Source: an optimization exercise on an open RTL-to-GDS flow (aim: small area and few clock cycles per item). Production flows keep margins and buffers that such runs may drop.
RTL that was checked went through simulation tests only; none was proved equivalent to the original.
Power is estimated from default activity; no workload was simulated.

==> flow/design.v <==
package ref_seq_reader_pkg;
  localparam int ADDR_W = 25;
  localparam int LEN_W  = 25;
endpackage
module ref_seq_reader #(
  parameter int REF_LENGTH = 128,
  parameter int DRAM_WIDTH = 128,
  parameter int NB         = 3     
) (
  input  logic                  clk,
  input  logic                  rst,
  input  logic [ref_seq_reader_pkg::ADDR_W-1:0] ref_addr_in,
  input  logic [ref_seq_reader_pkg::LEN_W-1:0] ref_length_in,
  input  logic                  ref_info_valid_in,
  output logic [2*REF_LENGTH-1:0] ref_seq_block_out,
  output logic                  ref_seq_block_valid_out,
  input  logic                  ref_seq_block_rdy_in,
  output logic [ref_seq_reader_pkg::ADDR_W-1:0] dram_rd_addr_out,
  output logic                  dram_rd_req_out,
  input  logic                  dram_rd_ack_in,
  input  logic [DRAM_WIDTH-1:0] dram_rd_data_in,
  input  logic                  dram_rd_data_valid_in,
  output logic                  busy_out,
  output logic                  job_overflow_out
);
  localparam int AW = ref_seq_reader_pkg::ADDR_W;
  localparam int LW = ref_seq_reader_pkg::LEN_W;
  localparam int DW = DRAM_WIDTH;
  localparam int RW = $clog2(NB + 1);
  logic          cur_valid;
  logic [AW-1:0] rd_addr;
  logic [LW:0]   rem;           
  logic          pend_valid;
  logic [AW-1:0] pend_addr;
  logic [LW-1:0] pend_len;
  logic          overflow;
  logic [RW-1:0] res;           
  logic [DW-1:0] mem_lo [NB];
  logic [DW-1:0] mem_hi [NB];
  logic [NB-1:0] full;
  logic [NB-1:0] wp, rp;
  logic          wh;            
  logic          desc_ok, credit, req, ack, last, take, pop, push, head_full, byp, valid;
  logic [NB-1:0] sel;
  logic [DW-1:0] out_lo, out_hi;
  always_comb begin
    desc_ok   = ref_info_valid_in & (ref_length_in != '0);
    head_full = |(full & rp);
    byp       = ~head_full & dram_rd_data_valid_in & wh;
    valid     = head_full | byp;
    pop       = valid & ref_seq_block_rdy_in;
    push      = dram_rd_data_valid_in & wh;
    credit    = (res != RW'(NB)) | pop;
    req       = cur_valid & (rem[0] | credit);
    ack       = req & dram_rd_ack_in;
    last      = ack & (rem == (LW+1)'(1));
    take      = ack & ~rem[0];
  end
  always_ff @(posedge clk) begin
    if (rst) begin
      cur_valid  <= 1'b0;
      pend_valid <= 1'b0;
      overflow   <= 1'b0;
      res        <= '0;
      full       <= '0;
      wp         <= NB'(1);
      rp         <= NB'(1);
      wh         <= 1'b0;
    end else begin
      res <= res + RW'(take) - RW'(pop);
      if (ack) begin
        rd_addr <= rd_addr + AW'(1);
        rem     <= rem - (LW+1)'(1);
      end
      if (~cur_valid | last) begin
        cur_valid <= pend_valid;
        if (pend_valid) begin
          rd_addr <= pend_addr;
          rem     <= {pend_len, 1'b0};
        end
        pend_valid <= 1'b0;
      end
      if (desc_ok) begin
        if (pend_valid & cur_valid) begin
          overflow <= 1'b1;
        end else begin
          pend_valid <= 1'b1;
          pend_addr  <= ref_addr_in;
          pend_len   <= ref_length_in;
        end
      end
      if (dram_rd_data_valid_in) wh <= ~wh;
      if (push) wp <= {wp[NB-2:0], wp[NB-1]};
      if (pop) rp <= {rp[NB-2:0], rp[NB-1]};
      full <= (full | (push ? wp : '0)) & ~(pop ? rp : '0);
    end
  end
  logic [NB-1:0] clr, set_lo, set_hi;
  always_comb begin
    clr    = (pop ? rp : '0) | {NB{rst}};
    set_lo = (dram_rd_data_valid_in & ~wh & ~rst) ? wp : '0;
    set_hi = (dram_rd_data_valid_in &  wh & ~rst) ? (wp & ~clr) : '0;
  end
  always_ff @(posedge clk) begin
    for (int i = 0; i < NB; i++) begin
      mem_lo[i] <= (mem_lo[i] & {DW{~clr[i]}}) | (dram_rd_data_in & {DW{set_lo[i]}});
      mem_hi[i] <= (mem_hi[i] & {DW{~clr[i]}}) | (dram_rd_data_in & {DW{set_hi[i]}});
    end
  end
  always_comb begin
    sel    = rp & full;
    out_lo = '0;
    out_hi = '0;
    for (int i = 0; i < NB; i++) begin
      out_lo = out_lo | ({DW{rp[i]}} & mem_lo[i]);
      out_hi = out_hi | ({DW{sel[i]}} & mem_hi[i]);
    end
    out_hi = out_hi | ({DW{~head_full}} & dram_rd_data_in);
  end
  assign ref_seq_block_out       = {out_hi, out_lo};
  assign ref_seq_block_valid_out = valid;
  assign dram_rd_req_out         = req;
  assign dram_rd_addr_out        = rd_addr;
  assign busy_out                = cur_valid | pend_valid | (res != '0);
  assign job_overflow_out        = overflow;
endmodule
==> flow/config.mk <==
export PLATFORM = sky130hd
export DESIGN_NAME = ref_seq_reader
export DESIGN_NICKNAME = ref_seq_reader
export VERILOG_FILES = /design/flow/design.v
export SDC_FILE = /design/flow/constraint.sdc
export NUM_CORES = 4
export LEC_CHECK = 0
export CAP_MARGIN = 20
export CORE_MARGIN = 2
export CORE_UTILIZATION = 75
export PLACE_DENSITY = 0.85
export SLEW_MARGIN = 20
==> flow/constraint.sdc <==
create_clock -name core_clock -period 5.0 [get_ports {clk}]
set_input_delay 1.0000 -clock core_clock [delete_from_list [all_inputs] [get_ports {clk}]]
set_output_delay 1.0000 -clock core_clock [all_outputs]
set_load 0.01 [all_outputs]
standard.sh (not shown) runs the stock make flow with config.mk's settings and CLKGATE_MAP_FILE= SYNTH_SCRIPT=/design/flow/synth_recipe.tcl, a recipe that flattens the netlist after the stock synthesis.
==> flow/flow/run.sh <==
#!/bin/bash
# The standard ORFS layout (standard.sh), with two changes to how it is built: the port
# buffers use the smallest buffer cell, and the clock tree is built from clkbuf_8 cells in
# sink clusters of up to 15 flip-flops within 50 um, without dummy loads.
# All of make's output goes to layout.log in the work folder; ORFS's own per-step logs stay
# under orfs/logs.
set -euo pipefail
bash standard.sh \
  "BUFFER_PORTS_ARGS=-buffer_cell sky130_fd_sc_hd__buf_1" \
  "CTS_ARGS=-sink_clustering_enable -repair_clock_nets -dont_use_dummy_load -buf_list sky130_fd_sc_hd__clkbuf_8 -sink_clustering_size 15 -sink_clustering_max_diameter 50" \
  finish > layout.log 2>&1
Testbench counts at the start, summed over its fixed seeds: cycles 22,109, blocks 5,250.
Then changed:
--- a/flow/design.v
+++ b/flow/design.v
@@ -93,20 +93,14 @@
       if (push) wp <= {wp[NB-2:0], wp[NB-1]};
       if (pop) rp <= {rp[NB-2:0], rp[NB-1]};
       full <= (full | (push ? wp : '0)) & ~(pop ? rp : '0);
     end
   end
-  logic [NB-1:0] clr, set_lo, set_hi;
-  always_comb begin
-    clr    = (pop ? rp : '0) | {NB{rst}};
-    set_lo = (dram_rd_data_valid_in & ~wh & ~rst) ? wp : '0;
-    set_hi = (dram_rd_data_valid_in &  wh & ~rst) ? (wp & ~clr) : '0;
-  end
   always_ff @(posedge clk) begin
     for (int i = 0; i < NB; i++) begin
-      mem_lo[i] <= (mem_lo[i] & {DW{~clr[i]}}) | (dram_rd_data_in & {DW{set_lo[i]}});
-      mem_hi[i] <= (mem_hi[i] & {DW{~clr[i]}}) | (dram_rd_data_in & {DW{set_hi[i]}});
+      if (dram_rd_data_valid_in && !wh && wp[i]) mem_lo[i] <= dram_rd_data_in;
+      if (dram_rd_data_valid_in && wh && wp[i]) mem_hi[i] <= dram_rd_data_in;
     end
   end
   always_comb begin
     sel    = rp & full;
     out_lo = '0;
What happened: Setup slack is better by 0.23 ns; fmax goes up by 5.2%; via count decreases by 30%; worst hold slack gets better by 0.015 ns; global-route usage fell by 7.0 points; routed wire length came out lower by 18%; clock skew fell by 0.0044 ns; sequential power grows by 12%; non-clock buffer count goes up by 1; area after synthesis goes up by 1.6%; final area came out higher by 2.9%; core utilization came out higher by 0.75 points; sequential share of layout area rises by 19 points.
Testbench counts after the change, summed over its fixed seeds: cycles 22,109, blocks 5,250.

---

Another version of the RTL of ref_seq_reader (not shown whole).
For scale: ~630 flip-flops, about 24000 µm² of cells after synthesis.
==> module ref_seq_reader, before the edit <==
module ref_seq_reader #(
  parameter int REF_LENGTH = 128,
  parameter int DRAM_WIDTH = 128,
  parameter int NB         = 2     
) (
  input  logic                  clk,
  input  logic                  rst,
  input  logic [ref_seq_reader_pkg::ADDR_W-1:0] ref_addr_in,
  input  logic [ref_seq_reader_pkg::LEN_W-1:0] ref_length_in,
  input  logic                  ref_info_valid_in,
  output logic [2*REF_LENGTH-1:0] ref_seq_block_out,
  output logic                  ref_seq_block_valid_out,
  input  logic                  ref_seq_block_rdy_in,
  output logic [ref_seq_reader_pkg::ADDR_W-1:0] dram_rd_addr_out,
  output logic                  dram_rd_req_out,
  input  logic                  dram_rd_ack_in,
  input  logic [DRAM_WIDTH-1:0] dram_rd_data_in,
  input  logic                  dram_rd_data_valid_in,
  output logic                  busy_out,
  output logic                  job_overflow_out
);
  localparam int AW = ref_seq_reader_pkg::ADDR_W;
  localparam int LW = ref_seq_reader_pkg::LEN_W;
  localparam int DW = DRAM_WIDTH;
  localparam int RW = $clog2(NB + 1);
  logic          cur_valid;
  logic [AW-1:0] rd_addr;
  logic [LW:0]   rem;           
  logic          pend_valid;
  logic [AW-1:0] pend_addr;
  logic [LW-1:0] pend_len;
  logic          overflow;
  logic [RW-1:0] res;           
  logic [DW-1:0] mem_lo [NB];
  logic [DW-1:0] mem_hi [NB];
  logic [NB-1:0] full;
  logic [NB-1:0] wp, rp;
  logic          wh;            
  logic          desc_ok, credit, req, ack, last, take, pop, push, head_full, byp, valid;
  logic [NB-1:0] sel;
  logic [DW-1:0] out_lo, out_hi;
  always_comb begin
    desc_ok   = ref_info_valid_in & (ref_length_in != '0);
    head_full = |(full & rp);
    byp       = ~head_full & dram_rd_data_valid_in & wh;
    valid     = head_full | byp;
    pop       = valid & ref_seq_block_rdy_in;
    push      = dram_rd_data_valid_in & wh;
    credit    = (res != RW'(NB)) | pop;
    req       = cur_valid & (rem[0] | credit);
    ack       = req & dram_rd_ack_in;
    last      = ack & (rem == (LW+1)'(1));
    take      = ack & ~rem[0];
  end
  always_ff @(posedge clk) begin
    if (rst) begin
      cur_valid  <= 1'b0;
      pend_valid <= 1'b0;
      overflow   <= 1'b0;
      res        <= '0;
      full       <= '0;
      wp         <= NB'(1);
      rp         <= NB'(1);
      wh         <= 1'b0;
    end else begin
      res <= res + RW'(take) - RW'(pop);
      if (ack) begin
        rd_addr <= rd_addr + AW'(1);
        rem     <= rem - (LW+1)'(1);
      end
      if (~cur_valid | last) begin
        cur_valid <= pend_valid;
        if (pend_valid) begin
          rd_addr <= pend_addr;
          rem     <= {pend_len, 1'b0};
        end
        pend_valid <= 1'b0;
      end
      if (desc_ok) begin
        if (pend_valid & cur_valid) begin
          overflow <= 1'b1;
        end else begin
          pend_valid <= 1'b1;
          pend_addr  <= ref_addr_in;
          pend_len   <= ref_length_in;
        end
      end
      if (dram_rd_data_valid_in) wh <= ~wh;
      if (push) wp <= {wp[NB-2:0], wp[NB-1]};
      if (pop) rp <= {rp[NB-2:0], rp[NB-1]};
      full <= (full | (push ? wp : '0)) & ~(pop ? rp : '0);
    end
  end
  logic [NB-1:0] clr, set_lo, set_hi;
  always_comb begin
    clr    = (pop ? rp : '0) | {NB{rst}};
    set_lo = (dram_rd_data_valid_in & ~wh & ~rst) ? wp : '0;
    set_hi = (dram_rd_data_valid_in &  wh & ~rst) ? (wp & ~clr) : '0;
  end
  always_ff @(posedge clk) begin
    for (int i = 0; i < NB; i++) begin
      mem_lo[i] <= (mem_lo[i] & {DW{~clr[i]}}) | (dram_rd_data_in & {DW{set_lo[i]}});
      mem_hi[i] <= (mem_hi[i] & {DW{~clr[i]}}) | (dram_rd_data_in & {DW{set_hi[i]}});
    end
  end
  always_comb begin
    sel    = rp & full;
    out_lo = '0;
    out_hi = '0;
    for (int i = 0; i < NB; i++) begin
      out_lo = out_lo | ({DW{rp[i]}} & mem_lo[i]);
      out_hi = out_hi | ({DW{sel[i]}} & mem_hi[i]);
    end
    out_hi = out_hi | ({DW{~head_full}} & dram_rd_data_in);
  end
  assign ref_seq_block_out       = {out_hi, out_lo};
  assign ref_seq_block_valid_out = valid;
  assign dram_rd_req_out         = req;
  assign dram_rd_addr_out        = rd_addr;
  assign busy_out                = cur_valid | pend_valid | (res != '0);
  assign job_overflow_out        = overflow;
endmodule
Settings: LEC_CHECK=0, CAP_MARGIN=20, CORE_MARGIN=2, CORE_UTILIZATION=75, PLACE_DENSITY=0.85, SLEW_MARGIN=20; clock period 5.0 ns.
Scripts as last shown in full above: flow/flow/run.sh
Next try:
--- a/flow/design.v
+++ b/flow/design.v
@@ -3,11 +3,11 @@
   localparam int LEN_W  = 25;
 endpackage
 module ref_seq_reader #(
   parameter int REF_LENGTH = 128,
   parameter int DRAM_WIDTH = 128,
-  parameter int NB         = 2     
+  parameter int NB         = 3     
 ) (
   input  logic                  clk,
   input  logic                  rst,
   input  logic [ref_seq_reader_pkg::ADDR_W-1:0] ref_addr_in,
   input  logic [ref_seq_reader_pkg::LEN_W-1:0] ref_length_in,
@@ -39,11 +39,10 @@
   logic [DW-1:0] mem_hi [NB];
   logic [NB-1:0] full;
   logic [NB-1:0] wp, rp;
   logic          wh;            
   logic          desc_ok, credit, req, ack, last, take, pop, push, head_full, byp, valid;
-  logic [NB-1:0] sel;
   logic [DW-1:0] out_lo, out_hi;
   always_comb begin
     desc_ok   = ref_info_valid_in & (ref_length_in != '0);
     head_full = |(full & rp);
     byp       = ~head_full & dram_rd_data_valid_in & wh;
@@ -106,16 +105,15 @@
       mem_lo[i] <= (mem_lo[i] & {DW{~clr[i]}}) | (dram_rd_data_in & {DW{set_lo[i]}});
       mem_hi[i] <= (mem_hi[i] & {DW{~clr[i]}}) | (dram_rd_data_in & {DW{set_hi[i]}});
     end
   end
   always_comb begin
-    sel    = rp & full;
     out_lo = '0;
     out_hi = '0;
     for (int i = 0; i < NB; i++) begin
       out_lo = out_lo | ({DW{rp[i]}} & mem_lo[i]);
-      out_hi = out_hi | ({DW{sel[i]}} & mem_hi[i]);
+      out_hi = out_hi | ({DW{rp[i]}} & mem_hi[i]);
     end
     out_hi = out_hi | ({DW{~head_full}} & dram_rd_data_in);
   end
   assign ref_seq_block_out       = {out_hi, out_lo};
   assign ref_seq_block_valid_out = valid;
After rerunning: Global-route usage grows by 0.78 points; power grows by about 36%; clock power grows by 40%; setup slack is better by 0.027 ns; area after synthesis grows by 38%; die area grows by 37%; combinational power grows by 25%; final area grows by 35%; wire length grows by about 40%; hold slack barely changes; core utilization shrinks by 2.7 points.
Function was not checked in any run of this note: the RTL went through the layout flow alone.

## afterwards: timing with drivers on the ports
How much do the figures lean on ideal ports? The routed layouts below were timed once more, with nothing changed but the port constraints.
Step 1, drivers: a clkbuf_16 drives clk and a buf_2 each remaining input, both assumed.
Step 2, shift: input delay + t, output delay - t, t = (earliest + latest rising clock arrival at the registers) / 2. This alone moves slack from input paths to output paths.
Three values: no drivers, after step 1, after step 2; two values: the first two.
| run | shift t [ns] | slack for setup (ns) | worst setup path at the end |
|---|---|---|---|
| the first run of note 1 | 0.726 | 0.365 / 0.305 / 0.819 | register to register |
| the second run of note 1 | 0.710 | 0.596 / 0.541 / 1.028 | register to register |
| the first run of note 2 | 0.665 | 0.531 / 0.476 / 1.140 | register to output |
| the second run of note 2 | 0.722 | 0.557 / 0.499 / 0.813 | register to register |
After both steps every run listed still meets setup and hold.
